Source: an optimization exercise on an open RTL-to-GDS flow (aim: small area, a short achievable clock period and few clock cycles per item). Production flows keep margins and buffers that such runs may drop.
Function was not checked in any run shown here: the RTL went through the layout flow alone.
No activity file was given, so power comes from the tool's default toggle rates.

==> flow/design.v, too long to show whole: its modules and the start of the top module <==
// module mul_tree: 2642 lines
// module mac_pipeline: 60 lines
// module nn_accel: 388 lines
module nn_accel (
    input  logic         clk_i,
    input  logic         rst_i,
    input  logic         cmd_strobe_i,
    input  logic [31:0]  cmd_addr_i,
    output logic         mem_req_strobe_o,
    output logic         mem_req_rw_o,
    output logic [31:0]  mem_req_addr_o,
    output logic [31:0]  mem_req_wdata_o,
    input  logic         mem_rsp_ready_i,
    input  logic [127:0] mem_rsp_line_i,
    output logic         done_o,
    output logic [31:0]  class_o
);
  // ...
==> flow/flow/run.sh <==
#!/bin/bash
set -euo pipefail
export SETUP_SLACK_MARGIN=8
bash standard.sh > standard_flow.log 2>&1
==> flow/standard.sh <==
#!/bin/bash
# synth_recipe.tcl (not shown) runs the flow's synth.tcl, then flattens the netlist and writes it again
# the make line also repeats each setting of config.mk as NAME=value (left out here)
make -C /OpenROAD-flow-scripts/flow DESIGN_CONFIG=/design/flow/config.mk WORK_HOME=/design/flow/orfs CLKGATE_MAP_FILE= SYNTH_SCRIPT=/design/flow/synth_recipe.tcl "${@:-finish}"
==> flow/config.mk <==
export PLATFORM = sky130hd
export DESIGN_NAME = nn_accel
export DESIGN_NICKNAME = nn_accel
export VERILOG_FILES = /design/flow/design.v
export SDC_FILE = /design/flow/constraint.sdc
export NUM_CORES = 4
export LEC_CHECK = 0
export CAP_MARGIN = 20
export CORE_MARGIN = 2
export CORE_UTILIZATION = 55
export SLEW_MARGIN = 20
==> flow/constraint.sdc <==
create_clock -name core_clock -period 12.0 [get_ports {clk_i}]
set_input_delay 2.4000 -clock core_clock [delete_from_list [all_inputs] [get_ports {clk_i}]]
set_output_delay 2.4000 -clock core_clock [all_outputs]
set_load 0.01 [all_outputs]
==> summary.txt, run 1 <==
Iteration-0 DRC Markers - 8175
Pre-CTS setup slack - 5.07 ns
Top post-synthesis cells by area - edfxtp_1, fa_1, dfxtp_1
Width of the chip - 404 µm
CP peak stage delay - 0.46 ns
Crit path depth - 21
Register area - 44600 µm²
Multi-input gate area - 43400 µm²
IO Port Bufs - 229
Highest Signal Layer - met5
Hold/Removal Path Class - reg2reg
Synthesized area per cell - 12.2 µm²
CLK BUF - 213
Critical Path AT - 5.14 ns
Most flops, register - slot_q
Vias in the first global route - 62592
Status - no timing/DRC/antenna violations
CTS Hold Buffers Added - 0
Internal - 17.0 mW
Post-synth top area share - 0.462
Worst hold endpoint - u_mac.s1_k[2]
Least-Margin Pin Slew - 1.23 ns
GRT met1 Usage - 0.461
Vias/cell - 6.39
Min-Delay Startpoint - e0_k[2]
First-pass GRT wire length - 418 mm
Clk pwr share - 0.179
Post-CTS setup repair buffer count - 233
TritonRoute pass-1 iters - 9
Initial antenna violation count - 38
==> module mac_pipeline, before the edit <==
module mac_pipeline #(
    parameter int K  = 8,
    parameter int KW = 3
) (
    input  logic          clk_i,
    input  logic          rst_i,
    input  logic          op_valid_i,
    input  logic          op_first_i,
    input  logic          op_last_i,
    input  logic [KW-1:0] op_k_i,
    input  logic [31:0]   op_x_i,
    input  logic [15:0]   op_bone_i,
    input  logic [15:0]   op_btwo_i,
    input  logic [15:0]   op_bneg_i,
    input  logic [KW-1:0] rd_k_i,
    output logic [31:0]   rd_val_o,       
    output logic          row_done_o      
);
    logic          s1_v, s1_first, s1_last;
    logic [KW-1:0] s1_k;
    logic [31:0]   s1_ra, s1_rb;
    logic          s1_c16;
    logic [31:0]   t_ra, t_rb;
    logic          t_c16;
    mul_tree u_tree (
        .x    (op_x_i),
        .bone (op_bone_i),
        .btwo (op_btwo_i),
        .bneg (op_bneg_i),
        .ra   (t_ra),
        .rb   (t_rb),
        .c16  (t_c16)
    );
    always_ff @(posedge clk_i) begin
        if (rst_i) s1_v <= 1'b0;
        else       s1_v <= op_valid_i;
        s1_first <= op_first_i;
        s1_last  <= op_last_i;
        s1_k     <= op_k_i;
        s1_ra    <= t_ra;
        s1_rb    <= t_rb;
        s1_c16   <= t_c16;
    end
    logic [31:0] acc_q [K];
    logic [31:0] acc_rd;
    logic [31:0] acc_base;
    logic [31:0] acc_nx;
    logic [31:0] acc_wb;
    assign acc_rd   = acc_q[s1_k];
    assign acc_base = s1_first ? 32'd0 : acc_rd;
    assign acc_nx   = acc_base + s1_ra + s1_rb + {31'd0, s1_c16};
    always_ff @(posedge clk_i) begin
        for (int i = 0; i < K; i++) begin
            if (s1_v && s1_k == KW'(i)) acc_q[i] <= acc_nx;
        end
    end
    assign acc_wb     = acc_q[rd_k_i];
    assign rd_val_o   = acc_wb[31] ? 32'd0 : acc_wb;
    assign row_done_o = s1_v && s1_last;
endmodule
==> module nn_accel, before the edit <==
module nn_accel (
    input  logic         clk_i,
    input  logic         rst_i,
    input  logic         cmd_strobe_i,
    input  logic [31:0]  cmd_addr_i,
    output logic         mem_req_strobe_o,
    output logic         mem_req_rw_o,
    output logic [31:0]  mem_req_addr_o,
    output logic [31:0]  mem_req_wdata_o,
    input  logic         mem_rsp_ready_i,
    input  logic [127:0] mem_rsp_line_i,
    output logic         done_o,
    output logic [31:0]  class_o
);
    localparam int K  = 8;
    localparam int KW = 3;
    localparam int FD = 3;         
    localparam int FW = 2;
    localparam logic [1:0] RK_LINE = 2'd0;
    localparam logic [1:0] RK_HDR  = 2'd1;
    localparam logic [1:0] RK_SIZ  = 2'd2;
    localparam logic [1:0] RK_WR   = 2'd3;
    localparam int MW = 1 + 1 + KW + 3 + 2 + 2 + 1 + 1;
    typedef enum logic [2:0] {
        F_IDLE, F_HDR, F_DESC, F_LINIT, F_GINIT, F_STEP, F_LWAIT, F_FIN
    } fstate_e;
    logic          strobe_q;
    logic          rw_q;
    logic [29:0]   addr_q;
    logic [31:0]   wdata_q;
    logic          pend_q;        
    logic [1:0]    pkind_q;
    logic          plast_q;
    logic [MW-1:0] pmeta_q;
    logic          pr_v;          
    logic [1:0]    pr_kind;
    logic          pr_last;
    logic [MW-1:0] pr_meta;
    logic [FW:0]   credit_q;      
    logic          done_q;
    logic          idle_q;
    logic          rdy;
    logic          accept;
    logic          issue;
    logic          pop;
    assign mem_req_strobe_o = strobe_q;
    assign mem_req_rw_o     = rw_q;
    assign mem_req_addr_o   = {addr_q, 2'b00};
    assign mem_req_wdata_o  = wdata_q;
    assign done_o           = done_q;
    assign rdy    = mem_rsp_ready_i && pend_q;
    assign accept = cmd_strobe_i && idle_q;
    assign issue  = pr_v && (!pend_q || mem_rsp_ready_i);
    fstate_e       fs_q;
    logic [6:0]    sz_q [4];
    logic [2:0]    nl_q;           
    logic [1:0]    l_q;            
    logic [6:0]    n_q;            
    logic [6:0]    m_q;            
    logic [6:0]    j0_q;           
    logic [3:0]    g_q;            
    logic [29:0]   p_q;            
    logic [29:0]   r0_q;           
    logic [29:0]   arow0_q;        
    logic [29:0]   a_q;            
    logic [27:0]   il_q;           
    logic signed [7:0] b_q;        
    logic          wpar_q;         
    logic          fst_q;          
    logic [KW-1:0] k_q;
    logic          item_in_q;      
    logic          fgp_q;          
    logic [1:0]    gtok_q;         
    logic [3:0]    gsz_q [2];      
    logic [1:0]    gval_q;         
    logic          last_layer;
    assign last_layer = ({1'b0, l_q} == nl_q - 3'd1);
    logic          wact_q;
    logic [KW-1:0] wk_q;           
    logic [3:0]    wg_q;
    logic [29:0]   wa_q;           
    logic [6:0]    wj_q;           
    logic          wprio_q;        
    logic [127:0]  slot_q  [FD];
    logic [MW-1:0] smeta_q [FD];
    logic [FD-1:0] sv_q;
    logic [FW-1:0] wp_q, hp_q;
    logic [31:0]   win_q [8];
    logic          started_q;
    logic [1:0]    t_q;
    logic          cgp_q;          
    logic [3:0]    rows_done_q;
    logic          e0_v, e0_first, e0_last;
    logic [KW-1:0] e0_k;
    logic [31:0]   e0_x;
    logic [15:0]   e0_bone, e0_btwo, e0_bneg;
    logic [31:0]   op_w;
    logic [32:0]   op_we;
    logic [31:0]   acc_val;
    logic          row_done;
    logic          complete;
    logic [30:0]   best_q;
    logic [5:0]    bidx_q;
    logic          am_v_q;
    logic [5:0]    am_j_q;
    assign class_o = {26'd0, bidx_q};
    logic signed [8:0] s_c;
    logic signed [8:0] ns_c;       
    logic          row_ok;
    logic [1:0]    tlo_c, thi_c;
    logic          hf_c, hb_c;
    logic          in_ok;
    logic          f_req;          
    logic          f_go;           
    logic          w_go;           
    logic          step_end;
    logic [6:0]    rem_c;
    assign s_c    = 9'(b_q) - 9'(a_q[1:0]);
    assign ns_c   = $signed({2'b00, n_q}) - s_c;
    assign row_ok = (s_c >= -9'sd3) && (ns_c >= 9'sd0);
    assign hf_c   = (s_c <= 9'sd0);
    assign hb_c   = (ns_c <= 9'sd3);
    assign tlo_c  = hf_c ? 2'(-s_c) : 2'd0;
    assign thi_c  = hb_c ? ns_c[1:0] : 2'd3;
    assign in_ok  = b_q < $signed({1'b0, n_q});
    assign rem_c  = m_q - j0_q;
    assign f_req    = (fs_q == F_STEP) && (item_in_q ? in_ok : row_ok);
    assign w_go     = !pr_v && wact_q && (wprio_q || !f_req || credit_q == '0);
    assign f_go     = !pr_v && !w_go && (fs_q == F_STEP) && (!f_req || credit_q != '0);
    assign step_end = !item_in_q && ({1'b0, k_q} == g_q - 4'd1);
    always_ff @(posedge clk_i) begin
        if (rst_i) begin
            strobe_q <= 1'b0;
            pend_q   <= 1'b0;
            pr_v     <= 1'b0;
            done_q   <= 1'b0;
            idle_q   <= 1'b1;
            fs_q     <= F_IDLE;
            wact_q   <= 1'b0;
            am_v_q   <= 1'b0;
        end else begin
            strobe_q <= issue || accept;
            done_q   <= 1'b0;
            if (rdy) pend_q <= 1'b0;
            if (issue) begin
                pend_q  <= 1'b1;
                pkind_q <= pr_kind;
                plast_q <= pr_last;
                pmeta_q <= pr_meta;
                pr_v    <= 1'b0;
            end
            if (accept) begin
                pend_q  <= 1'b1;
                pkind_q <= RK_HDR;
                plast_q <= 1'b0;
                addr_q  <= {cmd_addr_i[31:4], 2'b00};
                rw_q    <= 1'b0;
                idle_q  <= 1'b0;
                fs_q    <= F_HDR;
                fgp_q   <= 1'b0;
                gtok_q  <= 2'd0;
                wprio_q <= 1'b0;
            end
            if (rdy && pkind_q == RK_WR && plast_q) begin
                done_q <= 1'b1;
                idle_q <= 1'b1;
                fs_q   <= F_IDLE;
            end
            if (complete) begin
                wact_q <= 1'b1;
                wk_q   <= '0;
                wg_q   <= gsz_q[cgp_q];
            end
            if (w_go) begin
                addr_q  <= wa_q;
                wdata_q <= acc_val;
                rw_q    <= 1'b1;
                pr_kind <= RK_WR;
                pr_last <= last_layer && (wj_q == m_q - 7'd1);
                pr_v    <= 1'b1;
                wprio_q <= 1'b0;
                wa_q    <= wa_q + 30'd1;
                wj_q    <= wj_q + 7'd1;
                wk_q    <= wk_q + 1'b1;
                am_v_q  <= last_layer;
                am_j_q  <= wj_q[5:0];
                if ({1'b0, wk_q} == wg_q - 4'd1) wact_q <= 1'b0;
            end
            if (accept) gtok_q <= 2'd0;
            else gtok_q <= gtok_q + 2'(fs_q == F_GINIT && gtok_q != 2'd2)
                                  - 2'(w_go && {1'b0, wk_q} == wg_q - 4'd1);
            if (am_v_q) begin
                am_v_q <= w_go && last_layer;
                if (am_j_q == 6'd0 || wdata_q[30:0] > best_q) begin
                    best_q <= wdata_q[30:0];
                    bidx_q <= am_j_q;
                end
            end
            case (fs_q)
                F_HDR: begin                         
                    addr_q  <= addr_q + 30'd4;
                    pr_kind <= RK_SIZ;
                    pr_last <= 1'b0;
                    pr_v    <= 1'b1;
                    fs_q    <= F_DESC;
                end
                F_DESC: if (!pr_v && !pend_q) begin   
                    l_q  <= 2'd1;
                    fs_q <= F_LINIT;
                end
                F_LINIT: begin
                    n_q  <= sz_q[l_q - 2'd1];
                    m_q  <= sz_q[l_q];
                    j0_q <= 7'd0;
                    fs_q <= F_GINIT;
                end
                F_GINIT: if (gtok_q != 2'd2) begin
                    if (j0_q == 7'd0) begin
                        wa_q <= p_q + 30'(n_q);
                        wj_q <= 7'd0;
                    end
                    g_q           <= (rem_c > 7'(K)) ? 4'(K) : rem_c[3:0];
                    gsz_q[fgp_q]  <= (rem_c > 7'(K)) ? 4'(K) : rem_c[3:0];
                    b_q           <= -$signed({6'd0, p_q[1:0]});
                    wpar_q        <= 1'b0;
                    fst_q         <= 1'b1;
                    il_q          <= p_q[29:2];
                    arow0_q       <= r0_q - 30'(p_q[1:0]);
                    a_q           <= r0_q - 30'(p_q[1:0]);
                    k_q           <= '0;
                    item_in_q     <= 1'b1;
                    fs_q          <= F_STEP;
                end
                F_STEP: if (f_go) begin
                    if (f_req) begin
                        rw_q    <= 1'b0;
                        pr_kind <= RK_LINE;
                        pr_last <= 1'b0;
                        pr_v    <= 1'b1;
                        wprio_q <= 1'b1;
                        if (item_in_q) begin
                            addr_q  <= {il_q, 2'b00};
                            pr_meta <= {fgp_q, 1'b0, KW'(0), wpar_q, 2'b00, 2'd0, 2'd0, 1'b0, 1'b0};
                        end else begin
                            addr_q  <= {a_q[29:2], 2'b00};
                            pr_meta <= {fgp_q, 1'b1, k_q, 3'({wpar_q, 2'b00} - {1'b0, a_q[1:0]}),
                                        tlo_c, thi_c, hf_c, hb_c};
                        end
                    end
                    if (item_in_q) begin
                        item_in_q <= 1'b0;
                    end else begin
                        if (fst_q) r0_q <= r0_q + 30'(n_q) + 30'd1;
                        if (step_end) begin
                            b_q       <= b_q + 8'sd4;
                            wpar_q    <= !wpar_q;
                            fst_q     <= 1'b0;
                            il_q      <= il_q + 28'd1;
                            arow0_q   <= arow0_q + 30'd4;
                            a_q       <= arow0_q + 30'd4;
                            k_q       <= '0;
                            item_in_q <= 1'b1;
                            if (b_q + 8'sd1 > $signed({1'b0, n_q})) begin    
                                fgp_q <= !fgp_q;
                                j0_q  <= j0_q + 7'(g_q);
                                fs_q  <= (j0_q + 7'(g_q) == m_q) ? F_LWAIT : F_GINIT;
                            end
                        end else begin
                            k_q <= k_q + 1'b1;
                            a_q <= a_q + 30'(n_q) + 30'd1;
                        end
                    end
                end
                F_LWAIT: if (gtok_q == 2'd0) begin      
                    if (!last_layer) begin
                        p_q  <= p_q + 30'(n_q);
                        l_q  <= l_q + 2'd1;
                        fs_q <= F_LINIT;
                    end else begin
                        fs_q <= F_FIN;
                    end
                end
                default: ;
            endcase
        end
        if (rdy && pkind_q == RK_HDR) begin
            p_q  <= mem_rsp_line_i[31:2];
            r0_q <= mem_rsp_line_i[63:34];
            nl_q <= mem_rsp_line_i[66:64];
        end
        if (rdy && pkind_q == RK_SIZ) begin
            for (int i = 0; i < 4; i++) sz_q[i] <= mem_rsp_line_i[32*i +: 7];
        end
    end
    logic            cap;
    logic [127:0]    hline;
    logic [MW-1:0]   hmeta;
    logic            htag, htype;
    logic [KW-1:0]   hk;
    logic [2:0]      hbase;
    logic [1:0]      htlo, hthi;
    logic            hhf, hhb;
    logic [1:0]      tcur;
    logic            hok;
    logic            op_v;
    logic            prep_line;
    assign cap   = rdy && pkind_q == RK_LINE;
    assign hline = slot_q[hp_q];
    assign hmeta = smeta_q[hp_q];
    assign {htag, htype, hk, hbase, htlo, hthi, hhf, hhb} = hmeta;
    assign tcur  = started_q ? t_q : htlo;
    assign hok   = sv_q[hp_q] && (!htype || (htag == cgp_q && (!wact_q || hk < wk_q)));
    assign op_v  = hok && htype;
    assign pop   = hok && (!htype || tcur == hthi);
    assign complete  = gval_q[cgp_q] && rows_done_q == gsz_q[cgp_q] && !wact_q;
    assign prep_line = f_go && f_req;
    always_ff @(posedge clk_i) begin
        if (cap) begin
            slot_q[wp_q]  <= mem_rsp_line_i;
            smeta_q[wp_q] <= pmeta_q;
        end
        if (sv_q[hp_q] && !htype) begin
            for (int j = 0; j < 4; j++) win_q[{hbase[2], 2'(j)}] <= hline[32*j +: 32];
        end
        if (rst_i || accept) begin
            sv_q        <= '0;
            wp_q        <= '0;
            hp_q        <= '0;
            credit_q    <= (FW+1)'(FD);
            started_q   <= 1'b0;
            cgp_q       <= 1'b0;
            gval_q      <= 2'b00;
            rows_done_q <= 4'd0;
        end else begin
            if (cap) begin
                sv_q[wp_q] <= 1'b1;
                wp_q       <= (wp_q == FW'(FD-1)) ? '0 : wp_q + 1'b1;
            end
            if (pop) begin
                sv_q[hp_q] <= 1'b0;
                hp_q       <= (hp_q == FW'(FD-1)) ? '0 : hp_q + 1'b1;
            end
            credit_q <= credit_q + (FW+1)'(pop) - (FW+1)'(prep_line);
            if (op_v) begin
                started_q <= !pop;
                t_q       <= tcur + 2'd1;
            end
            if (fs_q == F_GINIT && gtok_q != 2'd2) gval_q[fgp_q] <= 1'b1;
            if (complete) begin
                gval_q[cgp_q] <= 1'b0;
                cgp_q         <= !cgp_q;
                rows_done_q   <= 4'd0;
            end else if (row_done) begin
                rows_done_q   <= rows_done_q + 4'd1;
            end
        end
    end
    assign op_w  = hline[32*tcur +: 32];
    assign op_we = {op_w, 1'b0};
    always_ff @(posedge clk_i) begin
        if (rst_i) e0_v <= 1'b0;
        else       e0_v <= op_v;
        e0_k     <= hk;
        e0_first <= hhf && !started_q;
        e0_last  <= hhb && tcur == hthi;
        for (int i = 0; i < 16; i++) begin     
            e0_bone[i] <= op_we[2*i+1] ^ op_we[2*i];
            e0_btwo[i] <= (op_we[2*i+2] & ~op_we[2*i+1] & ~op_we[2*i]) | (~op_we[2*i+2] & op_we[2*i+1] & op_we[2*i]);
            e0_bneg[i] <= op_we[2*i+2] & ~(op_we[2*i+1] & op_we[2*i]);
        end
        e0_x     <= (hhb && tcur == hthi) ? 32'h0001_0000 : win_q[hbase + 3'(tcur)];
    end
    mac_pipeline #(.K(K), .KW(KW)) u_mac (
        .clk_i      (clk_i),
        .rst_i      (rst_i),
        .op_valid_i (e0_v),
        .op_first_i (e0_first),
        .op_last_i  (e0_last),
        .op_k_i     (e0_k),
        .op_x_i     (e0_x),
        .op_bone_i  (e0_bone),
        .op_btwo_i  (e0_btwo),
        .op_bneg_i  (e0_bneg),
        .rd_k_i     (wk_q),
        .rd_val_o   (acc_val),
        .row_done_o (row_done)
    );
endmodule
==> run 2: changes to the inputs <==
--- a/flow/design.v
+++ b/flow/design.v
@@ -1,16 +1,18 @@
+`timescale 1ns/1ps
 module mul_tree (
     input  logic [31:0] x,
     input  logic [15:0] bone,
     input  logic [15:0] btwo,
     input  logic [15:0] bneg,
-    output logic [31:0] ra,
-    output logic [31:0] rb,
-    output logic        c16
+    output logic [31:0] r0,
+    output logic [31:0] r1,
+    output logic [31:0] r2,
+    output logic [1:0]  c16
 );
     logic c1000;
     logic c1002;
     logic c1004;
     logic c1006;
     logic c1008;
     logic c1010;
     logic c1012;
@@ -113,62 +115,16 @@
     logic c1206;
     logic c1208;
     logic c1210;
     logic c1212;
     logic c1214;
     logic c1216;
     logic c1218;
     logic c1220;
-    logic c1222;
-    logic c1224;
-    logic c1226;
-    logic c1228;
-    logic c1230;
-    logic c1232;
-    logic c1234;
-    logic c1236;
-    logic c1238;
-    logic c1240;
-    logic c1242;
-    logic c1244;
-    logic c1246;
-    logic c1248;
-    logic c1250;
-    logic c1252;
-    logic c1254;
-    logic c1256;
-    logic c1258;
-    logic c1260;
-    logic c1262;
-    logic c1264;
-    logic c1266;
-    logic c1268;
-    logic c1270;
-    logic c1272;
-    logic c1274;
-    logic c1276;
-    logic c1278;
-    logic c1280;
-    logic c1282;
-    logic c1284;
-    logic c1286;
-    logic c1288;
-    logic c1290;
-    logic c1292;
-    logic c1294;
-    logic c1296;
-    logic c1298;
-    logic c1300;
-    logic c1302;
-    logic c1304;
-    logic c1306;
-    logic c1308;
-    logic c1310;
-    logic c1312;
     logic c466;
     logic c468;
     logic c470;
     logic c472;
     logic c474;
     logic c476;
     logic c478;
     logic c480;
@@ -1000,62 +956,16 @@
     logic s1205;
     logic s1207;
     logic s1209;
     logic s1211;
     logic s1213;
     logic s1215;
     logic s1217;
     logic s1219;
-    logic s1221;
-    logic s1223;
-    logic s1225;
-    logic s1227;
-    logic s1229;
-    logic s1231;
-    logic s1233;
-    logic s1235;
-    logic s1237;
-    logic s1239;
-    logic s1241;
-    logic s1243;
-    logic s1245;
-    logic s1247;
-    logic s1249;
-    logic s1251;
-    logic s1253;
-    logic s1255;
-    logic s1257;
-    logic s1259;
-    logic s1261;
-    logic s1263;
-    logic s1265;
-    logic s1267;
-    logic s1269;
-    logic s1271;
-    logic s1273;
-    logic s1275;
-    logic s1277;
-    logic s1279;
-    logic s1281;
-    logic s1283;
-    logic s1285;
-    logic s1287;
-    logic s1289;
-    logic s1291;
-    logic s1293;
-    logic s1295;
-    logic s1297;
-    logic s1299;
-    logic s1301;
-    logic s1303;
-    logic s1305;
-    logic s1307;
-    logic s1309;
-    logic s1311;
     logic s465;
     logic s467;
     logic s469;
     logic s471;
     logic s473;
     logic s475;
     logic s477;
     logic s479;
@@ -2534,116 +2444,28 @@
     assign s1213 = s1117 ^ s1119 ^ c1114;
     assign c1214 = (s1117 & s1119) | (c1114 & (s1117 ^ s1119));
     assign s1215 = s1121 ^ s1123 ^ c1118;
     assign c1216 = (s1121 & s1123) | (c1118 & (s1121 ^ s1123));
     assign s1217 = s1125 ^ s1127 ^ c1122;
     assign c1218 = (s1125 & s1127) | (c1122 & (s1125 ^ s1127));
     assign s1219 = s1129 ^ s1131 ^ c1126;
     assign c1220 = (s1129 & s1131) | (c1126 & (s1129 ^ s1131));
-    assign s1221 = p3 ^ p34;
-    assign c1222 = p3 & p34;
-    assign s1223 = p4 ^ p35;
-    assign c1224 = p4 & p35;
-    assign s1225 = s1133 ^ p67 ^ bneg[2];
-    assign c1226 = (s1133 & p67) | (bneg[2] & (s1133 ^ p67));
-    assign s1227 = s1135 ^ p68 ^ c1134;
-    assign c1228 = (s1135 & p68) | (c1134 & (s1135 ^ p68));
-    assign s1229 = s1137 ^ bneg[3] ^ c1136;
-    assign c1230 = (s1137 & bneg[3]) | (c1136 & (s1137 ^ bneg[3]));
-    assign s1231 = s1139 ^ c970 ^ c1138;
-    assign c1232 = (s1139 & c970) | (c1138 & (s1139 ^ c970));
-    assign s1233 = s1141 ^ c972 ^ c1140;
-    assign c1234 = (s1141 & c972) | (c1140 & (s1141 ^ c972));
-    assign s1235 = s1143 ^ c976 ^ c1142;
-    assign c1236 = (s1143 & c976) | (c1142 & (s1143 ^ c976));
-    assign s1237 = s1145 ^ c980 ^ c1144;
-    assign c1238 = (s1145 & c980) | (c1144 & (s1145 ^ c980));
-    assign s1239 = s1147 ^ c984 ^ c1146;
-    assign c1240 = (s1147 & c984) | (c1146 & (s1147 ^ c984));
-    assign s1241 = s1149 ^ c988 ^ c1148;
-    assign c1242 = (s1149 & c988) | (c1148 & (s1149 ^ c988));
-    assign s1243 = s1151 ^ c992 ^ c1150;
-    assign c1244 = (s1151 & c992) | (c1150 & (s1151 ^ c992));
-    assign s1245 = s1153 ^ c996 ^ c1152;
-    assign c1246 = (s1153 & c996) | (c1152 & (s1153 ^ c996));
-    assign s1247 = s1155 ^ c1000 ^ c1154;
-    assign c1248 = (s1155 & c1000) | (c1154 & (s1155 ^ c1000));
-    assign s1249 = s1157 ^ c1004 ^ c1156;
-    assign c1250 = (s1157 & c1004) | (c1156 & (s1157 ^ c1004));
-    assign s1251 = s1159 ^ c1008 ^ c1158;
-    assign c1252 = (s1159 & c1008) | (c1158 & (s1159 ^ c1008));
-    assign s1253 = s1161 ^ c1012 ^ c1160;
-    assign c1254 = (s1161 & c1012) | (c1160 & (s1161 ^ c1012));
-    assign s1255 = s1163 ^ c1016 ^ c1162;
-    assign c1256 = (s1163 & c1016) | (c1162 & (s1163 ^ c1016));
-    assign s1257 = s1165 ^ c1020 ^ c1164;
-    assign c1258 = (s1165 & c1020) | (c1164 & (s1165 ^ c1020));
-    assign s1259 = s1167 ^ c1024 ^ c1166;
-    assign c1260 = (s1167 & c1024) | (c1166 & (s1167 ^ c1024));
-    assign s1261 = s1169 ^ c1028 ^ c1168;
-    assign c1262 = (s1169 & c1028) | (c1168 & (s1169 ^ c1028));
-    assign s1263 = s1171 ^ c1032 ^ c1170;
-    assign c1264 = (s1171 & c1032) | (c1170 & (s1171 ^ c1032));
-    assign s1265 = s1173 ^ c1036 ^ c1172;
-    assign c1266 = (s1173 & c1036) | (c1172 & (s1173 ^ c1036));
-    assign s1267 = s1175 ^ c1040 ^ c1174;
-    assign c1268 = (s1175 & c1040) | (c1174 & (s1175 ^ c1040));
-    assign s1269 = s1177 ^ c1044 ^ c1176;
-    assign c1270 = (s1177 & c1044) | (c1176 & (s1177 ^ c1044));
-    assign s1271 = s1179 ^ c1048 ^ c1178;
-    assign c1272 = (s1179 & c1048) | (c1178 & (s1179 ^ c1048));
-    assign s1273 = s1181 ^ c1052 ^ c1180;
-    assign c1274 = (s1181 & c1052) | (c1180 & (s1181 ^ c1052));
-    assign s1275 = s1183 ^ c1056 ^ c1182;
-    assign c1276 = (s1183 & c1056) | (c1182 & (s1183 ^ c1056));
-    assign s1277 = s1185 ^ c1060 ^ c1184;
-    assign c1278 = (s1185 & c1060) | (c1184 & (s1185 ^ c1060));
-    assign s1279 = s1187 ^ c1064 ^ c1186;
-    assign c1280 = (s1187 & c1064) | (c1186 & (s1187 ^ c1064));
-    assign s1281 = s1189 ^ c1068 ^ c1188;
-    assign c1282 = (s1189 & c1068) | (c1188 & (s1189 ^ c1068));
-    assign s1283 = s1191 ^ c1072 ^ c1190;
-    assign c1284 = (s1191 & c1072) | (c1190 & (s1191 ^ c1072));
-    assign s1285 = s1193 ^ c1076 ^ c1192;
-    assign c1286 = (s1193 & c1076) | (c1192 & (s1193 ^ c1076));
-    assign s1287 = s1195 ^ c1080 ^ c1194;
-    assign c1288 = (s1195 & c1080) | (c1194 & (s1195 ^ c1080));
-    assign s1289 = s1197 ^ c1084 ^ c1196;
-    assign c1290 = (s1197 & c1084) | (c1196 & (s1197 ^ c1084));
-    assign s1291 = s1199 ^ c1088 ^ c1198;
-    assign c1292 = (s1199 & c1088) | (c1198 & (s1199 ^ c1088));
-    assign s1293 = s1201 ^ c1092 ^ c1200;
-    assign c1294 = (s1201 & c1092) | (c1200 & (s1201 ^ c1092));
-    assign s1295 = s1203 ^ c1096 ^ c1202;
-    assign c1296 = (s1203 & c1096) | (c1202 & (s1203 ^ c1096));
-    assign s1297 = s1205 ^ c1100 ^ c1204;
-    assign c1298 = (s1205 & c1100) | (c1204 & (s1205 ^ c1100));
-    assign s1299 = s1207 ^ c1104 ^ c1206;
-    assign c1300 = (s1207 & c1104) | (c1206 & (s1207 ^ c1104));
-    assign s1301 = s1209 ^ c1108 ^ c1208;
-    assign c1302 = (s1209 & c1108) | (c1208 & (s1209 ^ c1108));
-    assign s1303 = s1211 ^ c1112 ^ c1210;
-    assign c1304 = (s1211 & c1112) | (c1210 & (s1211 ^ c1112));
-    assign s1305 = s1213 ^ c1116 ^ c1212;
-    assign c1306 = (s1213 & c1116) | (c1212 & (s1213 ^ c1116));
-    assign s1307 = s1215 ^ c1120 ^ c1214;
-    assign c1308 = (s1215 & c1120) | (c1214 & (s1215 ^ c1120));
-    assign s1309 = s1217 ^ c1124 ^ c1216;
-    assign c1310 = (s1217 & c1124) | (c1216 & (s1217 ^ c1124));
-    assign s1311 = s1219 ^ c1128 ^ c1218;
-    assign c1312 = (s1219 & c1128) | (c1218 & (s1219 ^ c1128));
-    logic [15:0] la, lb;
-    logic [16:0] lsum;
-    assign la = {s1247, s1245, s1243, s1241, s1239, s1237, s1235, s1233, s1231, s1229, s1227, s1225, s1223, s1221, p2, p1};
-    assign lb = {c1246, c1244, c1242, c1240, c1238, c1236, c1234, c1232, c1230, c1228, c1226, c1224, c1222, bneg[1], 1'b0, bneg[0]};
-    assign lsum = {1'b0, la} + {1'b0, lb};
-    assign c16 = lsum[16];
-    assign ra = {s1311, s1309, s1307, s1305, s1303, s1301, s1299, s1297, s1295, s1293, s1291, s1289, s1287, s1285, s1283, s1281, s1279, s1277, s1275, s1273, s1271, s1269, s1267, s1265, s1263, s1261, s1259, s1257, s1255, s1253, s1251, s1249};
-    assign rb = {c1310, c1308, c1306, c1304, c1302, c1300, c1298, c1296, c1294, c1292, c1290, c1288, c1286, c1284, c1282, c1280, c1278, c1276, c1274, c1272, c1270, c1268, c1266, c1264, c1262, c1260, c1258, c1256, c1254, c1252, c1250, c1248};
+    logic [15:0] l0;
+    assign l0 = {s1155, s1153, s1151, s1149, s1147, s1145, s1143, s1141, s1139, s1137, s1135, s1133, p4, p3, p2, p1};
+    logic [15:0] l1;
+    assign l1 = {c1000, c996, c992, c988, c984, c980, c976, c972, c970, bneg[3], p68, p67, p35, p34, 1'b0, bneg[0]};
+    logic [15:0] l2;
+    assign l2 = {c1154, c1152, c1150, c1148, c1146, c1144, c1142, c1140, c1138, c1136, c1134, bneg[2], 1'b0, bneg[1], 1'b0, 1'b0};
+    logic [17:0] lsum;
+    assign lsum = {2'b00, l0} + {2'b00, l1} + {2'b00, l2};
+    assign c16 = lsum[17:16];
+    assign r0 = {s1219, s1217, s1215, s1213, s1211, s1209, s1207, s1205, s1203, s1201, s1199, s1197, s1195, s1193, s1191, s1189, s1187, s1185, s1183, s1181, s1179, s1177, s1175, s1173, s1171, s1169, s1167, s1165, s1163, s1161, s1159, s1157};
+    assign r1 = {c1128, c1124, c1120, c1116, c1112, c1108, c1104, c1100, c1096, c1092, c1088, c1084, c1080, c1076, c1072, c1068, c1064, c1060, c1056, c1052, c1048, c1044, c1040, c1036, c1032, c1028, c1024, c1020, c1016, c1012, c1008, c1004};
+    assign r2 = {c1218, c1216, c1214, c1212, c1210, c1208, c1206, c1204, c1202, c1200, c1198, c1196, c1194, c1192, c1190, c1188, c1186, c1184, c1182, c1180, c1178, c1176, c1174, c1172, c1170, c1168, c1166, c1164, c1162, c1160, c1158, c1156};
 endmodule
 `timescale 1ns/1ps
 module mac_pipeline #(
     parameter int K  = 8,
     parameter int KW = 3
 ) (
     input  logic          clk_i,
     input  logic          rst_i,
@@ -2656,55 +2478,75 @@
     input  logic [15:0]   op_btwo_i,
     input  logic [15:0]   op_bneg_i,
     input  logic [KW-1:0] rd_k_i,
     output logic [31:0]   rd_val_o,       
     output logic          row_done_o      
 );
     logic          s1_v, s1_first, s1_last;
     logic [KW-1:0] s1_k;
-    logic [31:0]   s1_ra, s1_rb;
-    logic          s1_c16;
-    logic [31:0]   t_ra, t_rb;
-    logic          t_c16;
+    logic [31:0]   s1_r0, s1_r1, s1_r2;
+    logic [1:0]    s1_c16;
+    logic [31:0]   t_r0, t_r1, t_r2;
+    logic [1:0]    t_c16;
     mul_tree u_tree (
         .x    (op_x_i),
         .bone (op_bone_i),
         .btwo (op_btwo_i),
         .bneg (op_bneg_i),
-        .ra   (t_ra),
-        .rb   (t_rb),
+        .r0   (t_r0),
+        .r1   (t_r1),
+        .r2   (t_r2),
         .c16  (t_c16)
     );
     always_ff @(posedge clk_i) begin
         if (rst_i) s1_v <= 1'b0;
         else       s1_v <= op_valid_i;
+    end
+    always_ff @(posedge clk_i) begin
         s1_first <= op_first_i;
         s1_last  <= op_last_i;
         s1_k     <= op_k_i;
-        s1_ra    <= t_ra;
-        s1_rb    <= t_rb;
+        s1_r0    <= t_r0;
+        s1_r1    <= t_r1;
+        s1_r2    <= t_r2;
         s1_c16   <= t_c16;
     end
+    logic          s2_v, s2_first, s2_last;
+    logic [K-1:0]  s2_sel;
+    logic [31:0]   s2_p;
+    always_ff @(posedge clk_i) begin
+        if (rst_i) s2_v <= 1'b0;
+        else       s2_v <= s1_v;
+    end
+    always_ff @(posedge clk_i) begin
+        s2_first <= s1_first;
+        s2_last  <= s1_last;
+        for (int i = 0; i < K; i++) s2_sel[i] <= (s1_k == KW'(i));
+        s2_p     <= s1_r0 + s1_r1 + s1_r2 + {30'd0, s1_c16};
+    end
     logic [31:0] acc_q [K];
     logic [31:0] acc_rd;
-    logic [31:0] acc_base;
     logic [31:0] acc_nx;
     logic [31:0] acc_wb;
-    assign acc_rd   = acc_q[s1_k];
-    assign acc_base = s1_first ? 32'd0 : acc_rd;
-    assign acc_nx   = acc_base + s1_ra + s1_rb + {31'd0, s1_c16};
+    always_comb begin
+        acc_rd = '0;
+        for (int i = 0; i < K; i++) begin
+            if (s2_sel[i]) acc_rd = acc_rd | acc_q[i];
+        end
+    end
+    assign acc_nx = (s2_first ? 32'd0 : acc_rd) + s2_p;
     always_ff @(posedge clk_i) begin
         for (int i = 0; i < K; i++) begin
-            if (s1_v && s1_k == KW'(i)) acc_q[i] <= acc_nx;
+            if (s2_v && s2_sel[i]) acc_q[i] <= acc_nx;
         end
     end
     assign acc_wb     = acc_q[rd_k_i];
     assign rd_val_o   = acc_wb[31] ? 32'd0 : acc_wb;
-    assign row_done_o = s1_v && s1_last;
+    assign row_done_o = s2_v && s2_last;
 endmodule
 `timescale 1ns/1ps
 module nn_accel (
     input  logic         clk_i,
     input  logic         rst_i,
     input  logic         cmd_strobe_i,
     input  logic [31:0]  cmd_addr_i,
     output logic         mem_req_strobe_o,
@@ -2716,48 +2558,47 @@
     output logic         done_o,
     output logic [31:0]  class_o
 );
     localparam int K  = 8;
     localparam int KW = 3;
     localparam int FD = 3;         
     localparam int FW = 2;
     localparam logic [1:0] RK_LINE = 2'd0;
-    localparam logic [1:0] RK_HDR  = 2'd1;
     localparam logic [1:0] RK_SIZ  = 2'd2;
     localparam logic [1:0] RK_WR   = 2'd3;
     localparam int MW = 1 + 1 + KW + 3 + 2 + 2 + 1 + 1;
     typedef enum logic [2:0] {
         F_IDLE, F_HDR, F_DESC, F_LINIT, F_GINIT, F_STEP, F_LWAIT, F_FIN
     } fstate_e;
     logic          strobe_q;
     logic          rw_q;
     logic [29:0]   addr_q;
     logic [31:0]   wdata_q;
     logic          pend_q;        
-    logic [1:0]    pkind_q;
-    logic          plast_q;
-    logic [MW-1:0] pmeta_q;
+    logic [FD-1:0] arm_slot_q;    
+    logic          arm_hdr_q;     
+    logic          arm_siz_q;     
+    logic          arm_last_q;    
     logic          pr_v;          
     logic [1:0]    pr_kind;
     logic          pr_last;
-    logic [MW-1:0] pr_meta;
+    logic [FD-1:0] pr_sl;         
     logic [FW:0]   credit_q;      
+    logic [FW-1:0] rp_q;          
     logic          done_q;
     logic          idle_q;
-    logic          rdy;
     logic          accept;
     logic          issue;
     logic          pop;
     assign mem_req_strobe_o = strobe_q;
     assign mem_req_rw_o     = rw_q;
     assign mem_req_addr_o   = {addr_q, 2'b00};
     assign mem_req_wdata_o  = wdata_q;
     assign done_o           = done_q;
-    assign rdy    = mem_rsp_ready_i && pend_q;
     assign accept = cmd_strobe_i && idle_q;
     assign issue  = pr_v && (!pend_q || mem_rsp_ready_i);
     fstate_e       fs_q;
     logic [6:0]    sz_q [4];
     logic [2:0]    nl_q;           
     logic [1:0]    l_q;            
     logic [6:0]    n_q;            
     logic [6:0]    m_q;            
@@ -2783,17 +2624,17 @@
     logic [KW-1:0] wk_q;           
     logic [3:0]    wg_q;
     logic [29:0]   wa_q;           
     logic [6:0]    wj_q;           
     logic          wprio_q;        
     logic [127:0]  slot_q  [FD];
     logic [MW-1:0] smeta_q [FD];
     logic [FD-1:0] sv_q;
-    logic [FW-1:0] wp_q, hp_q;
+    logic [FW-1:0] hp_q;
     logic [31:0]   win_q [8];
     logic          started_q;
     logic [1:0]    t_q;
     logic          cgp_q;          
     logic [3:0]    rows_done_q;
     logic          e0_v, e0_first, e0_last;
     logic [KW-1:0] e0_k;
     logic [31:0]   e0_x;
@@ -2803,272 +2644,300 @@
     logic [31:0]   acc_val;
     logic          row_done;
     logic          complete;
     logic [30:0]   best_q;
     logic [5:0]    bidx_q;
     logic          am_v_q;
     logic [5:0]    am_j_q;
     assign class_o = {26'd0, bidx_q};
-    logic signed [8:0] s_c;
-    logic signed [8:0] ns_c;       
-    logic          row_ok;
-    logic [1:0]    tlo_c, thi_c;
-    logic          hf_c, hb_c;
-    logic          in_ok;
     logic          f_req;          
-    logic          f_go;           
+    logic          f_adv;          
+    logic          f_prep;         
     logic          w_go;           
+    logic          w_lastg;        
     logic          step_end;
+    logic          ginit_go;
     logic [6:0]    rem_c;
-    assign s_c    = 9'(b_q) - 9'(a_q[1:0]);
-    assign ns_c   = $signed({2'b00, n_q}) - s_c;
-    assign row_ok = (s_c >= -9'sd3) && (ns_c >= 9'sd0);
-    assign hf_c   = (s_c <= 9'sd0);
-    assign hb_c   = (ns_c <= 9'sd3);
-    assign tlo_c  = hf_c ? 2'(-s_c) : 2'd0;
-    assign thi_c  = hb_c ? ns_c[1:0] : 2'd3;
-    assign in_ok  = b_q < $signed({1'b0, n_q});
-    assign rem_c  = m_q - j0_q;
-    assign f_req    = (fs_q == F_STEP) && (item_in_q ? in_ok : row_ok);
-    assign w_go     = !pr_v && wact_q && (wprio_q || !f_req || credit_q == '0);
-    assign f_go     = !pr_v && !w_go && (fs_q == F_STEP) && (!f_req || credit_q != '0);
+    logic [3:0]    gnew_c;
+    logic [MW-1:0] meta_c;
+    logic          c_ok_q, c_hf_q, c_hb_q, c_inok_q, c_lstep_q;
+    logic [1:0]    c_tlo_q, c_thi_q;
+    logic [2:0]    c_base_q;
+    logic          c_upd_g, c_upd_s, c_upd_r;
+    function automatic logic [13:0] cand_eval(input logic signed [7:0] b, input logic [1:0] d,
+                                              input logic [6:0] n, input logic wpar);
+        logic signed [8:0] s, ns;
+        logic ok, hf, hb, inok, lstep;
+        logic [1:0] tlo, thi;
+        s     = 9'(b) - 9'(d);
+        ns    = $signed({2'b00, n}) - s;
+        ok    = (s >= -9'sd3) && (ns >= 9'sd0);
+        hf    = (s <= 9'sd0);
+        hb    = (ns <= 9'sd3);
+        tlo   = hf ? 2'(-s) : 2'd0;
+        thi   = hb ? ns[1:0] : 2'd3;
+        inok  = b < $signed({1'b0, n});
+        lstep = b + 8'sd1 > $signed({1'b0, n});
+        cand_eval = {ok, hf, hb, tlo, thi, 3'({wpar, 2'b00} - {1'b0, d}), inok, lstep};
+    endfunction
+    logic [13:0] ce_g, ce_s, ce_r;
+    assign ce_g = cand_eval(-$signed({6'd0, p_q[1:0]}), r0_q[1:0] - p_q[1:0], n_q, 1'b0);
+    assign ce_s = cand_eval(b_q + 8'sd4, arow0_q[1:0], n_q, !wpar_q);
+    assign ce_r = cand_eval(b_q, a_q[1:0] + n_q[1:0] + 2'd1, n_q, wpar_q);
+    assign c_upd_g = ginit_go;
+    assign c_upd_s = f_adv && !item_in_q && step_end;
+    assign c_upd_r = f_adv && !item_in_q && !step_end;
+    always_ff @(posedge clk_i) begin
+        if (c_upd_g || c_upd_s || c_upd_r) begin
+            {c_ok_q, c_hf_q, c_hb_q, c_tlo_q, c_thi_q, c_base_q, c_inok_q, c_lstep_q} <=
+                c_upd_g ? ce_g : (c_upd_s ? ce_s : ce_r);
+        end
+    end
+    assign rem_c    = m_q - j0_q;
+    assign gnew_c   = (rem_c > 7'(K)) ? 4'(K) : rem_c[3:0];
+    assign f_req    = item_in_q ? c_inok_q : c_ok_q;
+    assign w_go     = !pr_v && wact_q && (wprio_q || !f_req || (credit_q == '0 && !pop) || fs_q != F_STEP);
+    assign w_lastg  = ({1'b0, wk_q} == wg_q - 4'd1);
+    assign f_prep   = (fs_q == F_STEP) && f_req && !pr_v && !w_go && (credit_q != '0 || pop);
+    assign f_adv    = (fs_q == F_STEP) && (!f_req || f_prep);
     assign step_end = !item_in_q && ({1'b0, k_q} == g_q - 4'd1);
+    assign ginit_go = (fs_q == F_GINIT) && gtok_q != 2'd2;
+    assign meta_c   = item_in_q ? {fgp_q, 1'b0, KW'(0), wpar_q, 2'b00, 2'd0, 2'd0, 1'b0, 1'b0}
+                                : {fgp_q, 1'b1, k_q, c_base_q, c_tlo_q, c_thi_q, c_hf_q, c_hb_q};
     always_ff @(posedge clk_i) begin
         if (rst_i) begin
-            strobe_q <= 1'b0;
-            pend_q   <= 1'b0;
-            pr_v     <= 1'b0;
-            done_q   <= 1'b0;
-            idle_q   <= 1'b1;
-            fs_q     <= F_IDLE;
-            wact_q   <= 1'b0;
-            am_v_q   <= 1'b0;
+            strobe_q   <= 1'b0;
+            pend_q     <= 1'b0;
+            arm_slot_q <= '0;
+            arm_hdr_q  <= 1'b0;
+            arm_siz_q  <= 1'b0;
+            arm_last_q <= 1'b0;
+            pr_v       <= 1'b0;
+            done_q     <= 1'b0;
+            idle_q     <= 1'b1;
+            fs_q       <= F_IDLE;
+            wact_q     <= 1'b0;
+            am_v_q     <= 1'b0;
+            gtok_q     <= 2'd0;
+            fgp_q      <= 1'b0;
+            wprio_q    <= 1'b0;
         end else begin
             strobe_q <= issue || accept;
-            done_q   <= 1'b0;
-            if (rdy) pend_q <= 1'b0;
-            if (issue) begin
-                pend_q  <= 1'b1;
-                pkind_q <= pr_kind;
-                plast_q <= pr_last;
-                pmeta_q <= pr_meta;
-                pr_v    <= 1'b0;
+            done_q   <= mem_rsp_ready_i && arm_last_q;
+            if (issue || accept) begin
+                pend_q     <= 1'b1;
+                arm_slot_q <= '0;
+                arm_hdr_q  <= accept;
+                arm_siz_q  <= issue && pr_kind == RK_SIZ;
+                arm_last_q <= issue && pr_kind == RK_WR && pr_last;
+                arm_slot_q <= issue ? pr_sl : '0;
+            end else if (mem_rsp_ready_i) begin
+                pend_q     <= 1'b0;
+                arm_slot_q <= '0;
+                arm_hdr_q  <= 1'b0;
+                arm_siz_q  <= 1'b0;
+                arm_last_q <= 1'b0;
             end
+            if (issue) pr_v <= 1'b0;
+            if ((fs_q == F_HDR) || w_go || f_prep) pr_v <= 1'b1;
             if (accept) begin
-                pend_q  <= 1'b1;
-                pkind_q <= RK_HDR;
-                plast_q <= 1'b0;
-                addr_q  <= {cmd_addr_i[31:4], 2'b00};
-                rw_q    <= 1'b0;
-                idle_q  <= 1'b0;
-                fs_q    <= F_HDR;
-                fgp_q   <= 1'b0;
-                gtok_q  <= 2'd0;
-                wprio_q <= 1'b0;
+                idle_q <= 1'b0;
+                fs_q   <= F_HDR;
             end
-            if (rdy && pkind_q == RK_WR && plast_q) begin
-                done_q <= 1'b1;
+            if (mem_rsp_ready_i && arm_last_q) begin
                 idle_q <= 1'b1;
                 fs_q   <= F_IDLE;
             end
-            if (complete) begin
-                wact_q <= 1'b1;
-                wk_q   <= '0;
-                wg_q   <= gsz_q[cgp_q];
-            end
-            if (w_go) begin
-                addr_q  <= wa_q;
-                wdata_q <= acc_val;
-                rw_q    <= 1'b1;
-                pr_kind <= RK_WR;
-                pr_last <= last_layer && (wj_q == m_q - 7'd1);
-                pr_v    <= 1'b1;
-                wprio_q <= 1'b0;
-                wa_q    <= wa_q + 30'd1;
-                wj_q    <= wj_q + 7'd1;
-                wk_q    <= wk_q + 1'b1;
-                am_v_q  <= last_layer;
-                am_j_q  <= wj_q[5:0];
-                if ({1'b0, wk_q} == wg_q - 4'd1) wact_q <= 1'b0;
-            end
-            if (accept) gtok_q <= 2'd0;
-            else gtok_q <= gtok_q + 2'(fs_q == F_GINIT && gtok_q != 2'd2)
-                                  - 2'(w_go && {1'b0, wk_q} == wg_q - 4'd1);
-            if (am_v_q) begin
-                am_v_q <= w_go && last_layer;
-                if (am_j_q == 6'd0 || wdata_q[30:0] > best_q) begin
-                    best_q <= wdata_q[30:0];
-                    bidx_q <= am_j_q;
-                end
-            end
+            if (complete) wact_q <= 1'b1;
+            if (w_go && w_lastg) wact_q <= 1'b0;
+            if (w_go) wprio_q <= 1'b0;
+            if (f_prep) wprio_q <= 1'b1;
+            am_v_q <= w_go && last_layer;
+            gtok_q <= gtok_q + 2'(ginit_go) - 2'(w_go && w_lastg);
             case (fs_q)
-                F_HDR: begin                         
-                    addr_q  <= addr_q + 30'd4;
-                    pr_kind <= RK_SIZ;
-                    pr_last <= 1'b0;
-                    pr_v    <= 1'b1;
-                    fs_q    <= F_DESC;
-                end
-                F_DESC: if (!pr_v && !pend_q) begin   
-                    l_q  <= 2'd1;
-                    fs_q <= F_LINIT;
-                end
-                F_LINIT: begin
-                    n_q  <= sz_q[l_q - 2'd1];
-                    m_q  <= sz_q[l_q];
-                    j0_q <= 7'd0;
-                    fs_q <= F_GINIT;
-                end
-                F_GINIT: if (gtok_q != 2'd2) begin
-                    if (j0_q == 7'd0) begin
-                        wa_q <= p_q + 30'(n_q);
-                        wj_q <= 7'd0;
-                    end
-                    g_q           <= (rem_c > 7'(K)) ? 4'(K) : rem_c[3:0];
-                    gsz_q[fgp_q]  <= (rem_c > 7'(K)) ? 4'(K) : rem_c[3:0];
-                    b_q           <= -$signed({6'd0, p_q[1:0]});
-                    wpar_q        <= 1'b0;
-                    fst_q         <= 1'b1;
-                    il_q          <= p_q[29:2];
-                    arow0_q       <= r0_q - 30'(p_q[1:0]);
-                    a_q           <= r0_q - 30'(p_q[1:0]);
-                    k_q           <= '0;
-                    item_in_q     <= 1'b1;
-                    fs_q          <= F_STEP;
-                end
-                F_STEP: if (f_go) begin
-                    if (f_req) begin
-                        rw_q    <= 1'b0;
-                        pr_kind <= RK_LINE;
-                        pr_last <= 1'b0;
-                        pr_v    <= 1'b1;
-                        wprio_q <= 1'b1;
-                        if (item_in_q) begin
-                            addr_q  <= {il_q, 2'b00};
-                            pr_meta <= {fgp_q, 1'b0, KW'(0), wpar_q, 2'b00, 2'd0, 2'd0, 1'b0, 1'b0};
-                        end else begin
-                            addr_q  <= {a_q[29:2], 2'b00};
-                            pr_meta <= {fgp_q, 1'b1, k_q, 3'({wpar_q, 2'b00} - {1'b0, a_q[1:0]}),
-                                        tlo_c, thi_c, hf_c, hb_c};
-                        end
-                    end
-                    if (item_in_q) begin
-                        item_in_q <= 1'b0;
-                    end else begin
-                        if (fst_q) r0_q <= r0_q + 30'(n_q) + 30'd1;
-                        if (step_end) begin
-                            b_q       <= b_q + 8'sd4;
-                            wpar_q    <= !wpar_q;
-                            fst_q     <= 1'b0;
-                            il_q      <= il_q + 28'd1;
-                            arow0_q   <= arow0_q + 30'd4;
-                            a_q       <= arow0_q + 30'd4;
-                            k_q       <= '0;
-                            item_in_q <= 1'b1;
-                            if (b_q + 8'sd1 > $signed({1'b0, n_q})) begin    
-                                fgp_q <= !fgp_q;
-                                j0_q  <= j0_q + 7'(g_q);
-                                fs_q  <= (j0_q + 7'(g_q) == m_q) ? F_LWAIT : F_GINIT;
-                            end
-                        end else begin
-                            k_q <= k_q + 1'b1;
-                            a_q <= a_q + 30'(n_q) + 30'd1;
-                        end
-                    end
-                end
-                F_LWAIT: if (gtok_q == 2'd0) begin      
-                    if (!last_layer) begin
-                        p_q  <= p_q + 30'(n_q);
-                        l_q  <= l_q + 2'd1;
-                        fs_q <= F_LINIT;
-                    end else begin
-                        fs_q <= F_FIN;
-                    end
+                F_HDR:   fs_q <= F_DESC;
+                F_DESC:  if (!pr_v && !pend_q) fs_q <= F_LINIT;     
+                F_LINIT: fs_q <= F_GINIT;
+                F_GINIT: if (ginit_go) fs_q <= F_STEP;
+                F_STEP: if (f_adv && step_end && c_lstep_q) begin
+                    fgp_q <= !fgp_q;                               
+                    fs_q  <= (j0_q + 7'(g_q) == m_q) ? F_LWAIT : F_GINIT;
                 end
+                F_LWAIT: if (gtok_q == 2'd0) fs_q <= last_layer ? F_FIN : F_LINIT;
                 default: ;
             endcase
         end
-        if (rdy && pkind_q == RK_HDR) begin
+    end
+    always_ff @(posedge clk_i) begin
+        if (accept) begin
+            addr_q <= {cmd_addr_i[31:4], 2'b00};
+            rw_q   <= 1'b0;
+        end
+        if (fs_q == F_HDR) begin                           
+            addr_q  <= addr_q + 30'd4;
+            pr_kind <= RK_SIZ;
+            pr_last <= 1'b0;
+        end
+        if (w_go || fs_q == F_HDR) pr_sl <= '0;
+        if (w_go) begin
+            addr_q  <= wa_q;
+            wdata_q <= acc_val;
+            rw_q    <= 1'b1;
+            pr_kind <= RK_WR;
+            pr_last <= last_layer && (wj_q == m_q - 7'd1);
+            wa_q    <= wa_q + 30'd1;
+            wj_q    <= wj_q + 7'd1;
+            wk_q    <= wk_q + 1'b1;
+            am_j_q  <= wj_q[5:0];
+        end
+        if (complete) begin
+            wk_q <= '0;
+            wg_q <= gsz_q[cgp_q];
+        end
+        if (f_prep) begin
+            addr_q  <= item_in_q ? {il_q, 2'b00} : {a_q[29:2], 2'b00};
+            rw_q    <= 1'b0;
+            pr_kind <= RK_LINE;
+            pr_last <= 1'b0;
+            for (int i = 0; i < FD; i++) pr_sl[i] <= (rp_q == FW'(i));
+            smeta_q[rp_q] <= meta_c;
+        end
+        if (am_v_q) begin
+            if (am_j_q == 6'd0 || wdata_q[30:0] > best_q) begin
+                best_q <= wdata_q[30:0];
+                bidx_q <= am_j_q;
+            end
+        end
+        if (arm_hdr_q) begin
             p_q  <= mem_rsp_line_i[31:2];
             r0_q <= mem_rsp_line_i[63:34];
             nl_q <= mem_rsp_line_i[66:64];
         end
-        if (rdy && pkind_q == RK_SIZ) begin
+        if (arm_siz_q) begin
             for (int i = 0; i < 4; i++) sz_q[i] <= mem_rsp_line_i[32*i +: 7];
         end
+        case (fs_q)
+            F_DESC: l_q <= 2'd1;
+            F_LINIT: begin
+                n_q  <= sz_q[l_q - 2'd1];
+                m_q  <= sz_q[l_q];
+                j0_q <= 7'd0;
+            end
+            F_GINIT: if (ginit_go) begin
+                if (j0_q == 7'd0) begin
+                    wa_q <= p_q + 30'(n_q);
+                    wj_q <= 7'd0;
+                end
+                g_q          <= gnew_c;
+                gsz_q[fgp_q] <= gnew_c;
+                b_q          <= -$signed({6'd0, p_q[1:0]});
+                wpar_q       <= 1'b0;
+                fst_q        <= 1'b1;
+                il_q         <= p_q[29:2];
+                arow0_q      <= r0_q - 30'(p_q[1:0]);
+                a_q          <= r0_q - 30'(p_q[1:0]);
+                k_q          <= '0;
+                item_in_q    <= 1'b1;
+            end
+            F_STEP: if (f_adv) begin
+                if (item_in_q) begin
+                    item_in_q <= 1'b0;
+                end else begin
+                    if (fst_q) r0_q <= r0_q + 30'(n_q) + 30'd1;
+                    if (step_end) begin
+                        b_q       <= b_q + 8'sd4;
+                        wpar_q    <= !wpar_q;
+                        fst_q     <= 1'b0;
+                        il_q      <= il_q + 28'd1;
+                        arow0_q   <= arow0_q + 30'd4;
+                        a_q       <= arow0_q + 30'd4;
+                        k_q       <= '0;
+                        item_in_q <= 1'b1;
+                        if (c_lstep_q) j0_q <= j0_q + 7'(g_q);
+                    end else begin
+                        k_q <= k_q + 1'b1;
+                        a_q <= a_q + 30'(n_q) + 30'd1;
+                    end
+                end
+            end
+            F_LWAIT: if (gtok_q == 2'd0 && !last_layer) begin
+                p_q <= p_q + 30'(n_q);
+                l_q <= l_q + 2'd1;
+            end
+            default: ;
+        endcase
     end
-    logic            cap;
     logic [127:0]    hline;
     logic [MW-1:0]   hmeta;
     logic            htag, htype;
     logic [KW-1:0]   hk;
     logic [2:0]      hbase;
     logic [1:0]      htlo, hthi;
     logic            hhf, hhb;
     logic [1:0]      tcur;
     logic            hok;
     logic            op_v;
-    logic            prep_line;
-    assign cap   = rdy && pkind_q == RK_LINE;
     assign hline = slot_q[hp_q];
     assign hmeta = smeta_q[hp_q];
     assign {htag, htype, hk, hbase, htlo, hthi, hhf, hhb} = hmeta;
     assign tcur  = started_q ? t_q : htlo;
     assign hok   = sv_q[hp_q] && (!htype || (htag == cgp_q && (!wact_q || hk < wk_q)));
     assign op_v  = hok && htype;
     assign pop   = hok && (!htype || tcur == hthi);
-    assign complete  = gval_q[cgp_q] && rows_done_q == gsz_q[cgp_q] && !wact_q;
-    assign prep_line = f_go && f_req;
+    assign complete = gval_q[cgp_q] && rows_done_q == gsz_q[cgp_q] && !wact_q;
     always_ff @(posedge clk_i) begin
-        if (cap) begin
-            slot_q[wp_q]  <= mem_rsp_line_i;
-            smeta_q[wp_q] <= pmeta_q;
+        for (int i = 0; i < FD; i++) begin
+            if (arm_slot_q[i]) slot_q[i] <= mem_rsp_line_i;    
         end
         if (sv_q[hp_q] && !htype) begin
             for (int j = 0; j < 4; j++) win_q[{hbase[2], 2'(j)}] <= hline[32*j +: 32];
         end
-        if (rst_i || accept) begin
+        if (op_v) t_q <= tcur + 2'd1;
+    end
+    always_ff @(posedge clk_i) begin
+        if (rst_i) begin
             sv_q        <= '0;
-            wp_q        <= '0;
+            rp_q        <= '0;
             hp_q        <= '0;
             credit_q    <= (FW+1)'(FD);
             started_q   <= 1'b0;
             cgp_q       <= 1'b0;
             gval_q      <= 2'b00;
             rows_done_q <= 4'd0;
         end else begin
-            if (cap) begin
-                sv_q[wp_q] <= 1'b1;
-                wp_q       <= (wp_q == FW'(FD-1)) ? '0 : wp_q + 1'b1;
+            for (int i = 0; i < FD; i++) begin
+                if (mem_rsp_ready_i && arm_slot_q[i]) sv_q[i] <= 1'b1;
             end
             if (pop) begin
                 sv_q[hp_q] <= 1'b0;
                 hp_q       <= (hp_q == FW'(FD-1)) ? '0 : hp_q + 1'b1;
             end
-            credit_q <= credit_q + (FW+1)'(pop) - (FW+1)'(prep_line);
-            if (op_v) begin
-                started_q <= !pop;
-                t_q       <= tcur + 2'd1;
+            if (f_prep && !item_in_q || f_prep && item_in_q) begin
+                rp_q <= (rp_q == FW'(FD-1)) ? '0 : rp_q + 1'b1;
             end
-            if (fs_q == F_GINIT && gtok_q != 2'd2) gval_q[fgp_q] <= 1'b1;
+            credit_q <= credit_q + (FW+1)'(pop) - (FW+1)'(f_prep);
+            if (op_v) started_q <= !pop;
+            if (ginit_go) gval_q[fgp_q] <= 1'b1;
             if (complete) begin
                 gval_q[cgp_q] <= 1'b0;
                 cgp_q         <= !cgp_q;
                 rows_done_q   <= 4'd0;
             end else if (row_done) begin
                 rows_done_q   <= rows_done_q + 4'd1;
             end
         end
     end
     assign op_w  = hline[32*tcur +: 32];
     assign op_we = {op_w, 1'b0};
     always_ff @(posedge clk_i) begin
         if (rst_i) e0_v <= 1'b0;
         else       e0_v <= op_v;
+    end
+    always_ff @(posedge clk_i) begin
         e0_k     <= hk;
         e0_first <= hhf && !started_q;
         e0_last  <= hhb && tcur == hthi;
         for (int i = 0; i < 16; i++) begin     
             e0_bone[i] <= op_we[2*i+1] ^ op_we[2*i];
             e0_btwo[i] <= (op_we[2*i+2] & ~op_we[2*i+1] & ~op_we[2*i]) | (~op_we[2*i+2] & op_we[2*i+1] & op_we[2*i]);
             e0_bneg[i] <= op_we[2*i+2] & ~(op_we[2*i+1] & op_we[2*i]);
         end
==> summary.txt, run 2 <==
Pre-CTS setup slack - 6.30 ns (+1.23 ns)
Max Cap Viol - 0
Post-synthesis register bit count - 1609
Drt total wl - 280 mm
Critical Path AT - 5.23 ns (+0.09 ns)
Vias in the first global route - 63979 (+2.2%)
Worst hold endpoint - u_mac.s1_last
First-pass GRT wire length - 410 mm (-1.9%)
Least-Margin Pin Slew - 1.08 ns (-0.160 ns)
Max reg flops - 384
TritonRoute pass-1 iters - 7 (-2)
Power Density - 311 nW/µm²
Width of the chip - 410 µm (+1.3%)
Worst r2r src - e0_x[1]
Combinational power share - 0.590
Yosys Warn Count - 5
Total gr overflow - 0
Cells after synthesis - 7802
Vias/cell - 6.26 (-2.0%)
Layout cell share with drive strength beyond 1 - 0.134
CTS tree - yes
Top post-synthesis cells by area - edfxtp_1, dfxtp_1, fa_1
Crit Path Class - reg2reg
Worst-Skew Late Latency - 0.85 ns
H-tree depth - 4
Worst path cell trace - clkbuf_8 -> a22oi_1 -> xnor2_1 -> fa_1 -> inv_1 -> fa_1 -> inv_2 -> ha_4 -> nand4_1 -> o31ai_4 -> and2_4 -> o21a_1 -> nor2_1 -> ha_1 -> nand2_2 -> nor2_4 -> o211a_1 -> a211oi_2 -> o21ai_2 -> a21boi_2
Per-cell routed wire length - 27.1 µm
GP Congestion - 0.901
Crit-path leading delay family - adder cells
CP required - 12.69 ns
Min-Delay Startpoint - e0_last
EDFF count, synth - 1231
Final Hold Fails - 0
Slowest-stage cell, CP - fa_1
Vias - 64927
Area after DPL - 94900 µm²
Most frequent cells in the layout - edfxtp_1, a22oi_1, nand2_1
Mapped cell area - 90400 µm²
Peak supply drop - 0.668 mV
Most frequent CP cell - fa_1
DRC Markers - 0
Die height - 410 µm
Hold/Removal Path Class - reg2reg
Setup crit start kind - flip-flop
Skew final - 0.0447 ns
Post-synth top area share - 0.409 (-0.0533)
Sink Count - 1609
R2R depth - 20
Tcrit/Tclk final - 0.378
IO Port Bufs - 229 (unchanged)
Crit Path Max Fanout - 32
Most flops, register - slot_q
Clk slew on worst S/H paths - 0.06 ns
Fmax - 220 MHz
Async set-reset flop share out of synthesis - 0
Internal - 18.6 mW (+9.5%)
CP peak stage delay - 0.55 ns (+0.09 ns)
Register area share after synthesis - 0.492
Commonest cells in the netlist - edfxtp_1, a22oi_1, nand2_1, xnor2_1, nor2_1
Final nets - 8935
CP Buf/Inv Count - 3
Most instantiated library cell after synthesis - edfxtp_1
TritonCTS buffer count - 169
Setup ws final - 7.46 ns
Total power - 32.5 mW
Hold path depth - 0
Final setup fails - 0
Synth-to-Final Area Change - 15.6%
Final Instance Area - 105000 µm²
Slew headroom - 0.280
Initial Util - 0.555
Sw power - 13.8 mW
Clk pwr share - 0.160 (-0.019)
Row cnt - 148
RSZ-0062 raised after global routing - yes
Tmin final - 4.54 ns
Switching Share - 0.425
FF-to-FF setup slack - 7.46 ns
Largest net degree at the start of global routing - 94
Max Slew Vio Count - 0
Synthesized area per cell - 11.6 µm² (-5.1%)
Critical Path End Type - flip-flop
Post-detail-place hpwl - 179 mm
Iteration-0 DRC Markers - 7330 (-10%)
Static leakage - 38.5 nW
Max Root-Sink Buffers - 3
Initial antenna violation count - 18 (-53%)
Total GRT Usage - 0.327
Post-synthesis cell type count - 92
Synth Flop Type - edfxtp_1
Root buffer cell - clkbuf_16
Flop pwr share - 0.251
Reg-to-reg endpoint - u_mac.s1_c16[1]
Status - no timing/DRC/antenna violations
DIE AREA - 168000 µm²
Ports - 263
Setup TNS - 0 ns
Area leader, netlist - edfxtp_1
DRT antenna net count - 0
Commonest non-fill, non-tap cell in the layout - edfxtp_1
Core box area - 163000 µm²
==> run 2: cell count changes after synthesis, moves of 111 or more <==
| cell | delta |
|---|---|
| dfxtp_1 | +190 |
| a21oi_1 | +136 |
| nor2_1 | +141 |
| mux2i_1 | -259 |
| ha_1 | +125 |
| edfxtp_1 | -124 |
| a22oi_1 | +254 |
| xnor2_1 | +111 |
==> run 2: logic make-up (layout without fill, tap and decap cells) <==
| logic type | after synthesis | in the layout | synth area share |
|---|---|---|---|
| AND/OR/NAND/NOR | 1570 | 1573 | 0.0801 |
| other | 1 | 30 | 0.0000415 |
| XOR/XNOR | 815 | 815 | 0.0789 |
| multiplexers | 231 | 231 | 0.0356 |
| buffers and inverters | 1012 | 1367 | 0.0435 |
| adder cells (fa/ha/maj) | 725 | 725 | 0.131 |
| flip-flops | 1609 | 1609 | 0.492 |
| AO/OA/AOI/OAI | 1839 | 1839 | 0.138 |
==> run 2: area by class of cell <==
cell class	count	area (µm²)
fillers	12651	58400
flip-flops and latches	1609	44700
multi-input cells	5212	43500
repair buffers	599	6320
clock buffers	233	4770
well taps	2175	2720
inverters	455	1740
clock inverters	80	764
diodes	1	2.50
==> run 2: worst max path at each step <==
stage	start	endpoint	slack, ns	depth (start not counted)
global placement	flip-flop	credit_q[2]	6.36	18
finish	e0_x[1]	u_mac.s1_c16[1]	7.46	20
floorplan	flip-flop	win_q[4][0]	6.86	6
detailed placement	flip-flop	credit_q[2]	6.30	18
global route	e0_bone[1]	u_mac.s1_c16[1]	7.33	23
CTS	e0_bone[1]	u_mac.s1_c16[1]	7.53	22
==> run 2: repair_timing <==
item                                    4_1_cts  5_1_grt
gates resized for setup                     422      168
endpoints found under the setup margin      709      295
pin swaps                                    68      117
hold buffers                                  0        0
cloned                                       22        5
setup buffers                               128       57
==> run 2: layer usage <==
layer  vias up  GRT usage  wire length [µm]
li1      28843          -                 -
met5         -    0.00172               179
met1     32292      0.447            115000
met4        28      0.145             13400
met3       671     0.0614             24300
met2      3093      0.510            128000
==> run 2: per-stage QoR <==
stage               hold WS, ns   util  std cells
finish                    0.324  0.641      10364
global route              0.329  0.641      10363
CTS                       0.325  0.633      10300
detailed placement        0.312  0.582       9837
global placement          0.312  0.582       9837
floorplan                 0.310      -       7830
==> run 2: power groups by stage <==
stage	sequential [mW]	clock [mW]	combinational [mW]
4_1_cts	8.13	5.26	18.8
6_report	8.13	5.18	19.1
3_5_place_dp	8.25	0	17.7
5_1_grt	8.20	5.47	21.5
3_3_place_gp	8.24	0	17.4
2_1_floorplan	7.96	0	12.5
==> run 2: worst register-to-register path: stages, from the launching register on <==
cell and delay [ns]:
dfxtp_1 0.32, clkbuf_8 0.32, a22oi_1 0.19, xnor2_1 0.17, fa_1 0.53, inv_1 0.06, fa_1 0.55, inv_2 0.05
ha_4 0.28, nand4_1 0.14, o31ai_4 0.32, and2_4 0.20, o21a_1 0.13, nor2_1 0.06, ha_1 0.34, nand2_2 0.12
nor2_4 0.05, o211a_1 0.14, a211oi_2 0.18, o21ai_2 0.11, a21boi_2 0.16

## port drivers added, routing unchanged
In the flow no input, the clock included, has a driving cell. The finished layouts below were timed again as built, in two steps.
Step 1, drivers: a clkbuf_16 drives clk_i and a buf_2 each remaining input, both assumed.
Step 2 also shifts input and output timing later by t, the mid clock arrival at the registers, as if the neighbouring blocks saw the same clock.
Slacks: ideal ports / drivers / drivers and shift; pairs: ideal ports / drivers.
run	t, ns	setup WS [ns]	worst setup path after step 2	clock arrival spread, ns	cell pins on the clock port's net
run 1	0.905	7.416 / 7.416 / 7.200	input to register	0.080 / 0.081	1
run 2	0.905	7.459 / 7.459 / 7.204	input to register	0.060 / 0.059	1
After both steps setup and hold are still met in every run listed. The setup slack of run 2, which loses most, moves by 0.000 ns with the drivers and by -0.255 ns with both steps.
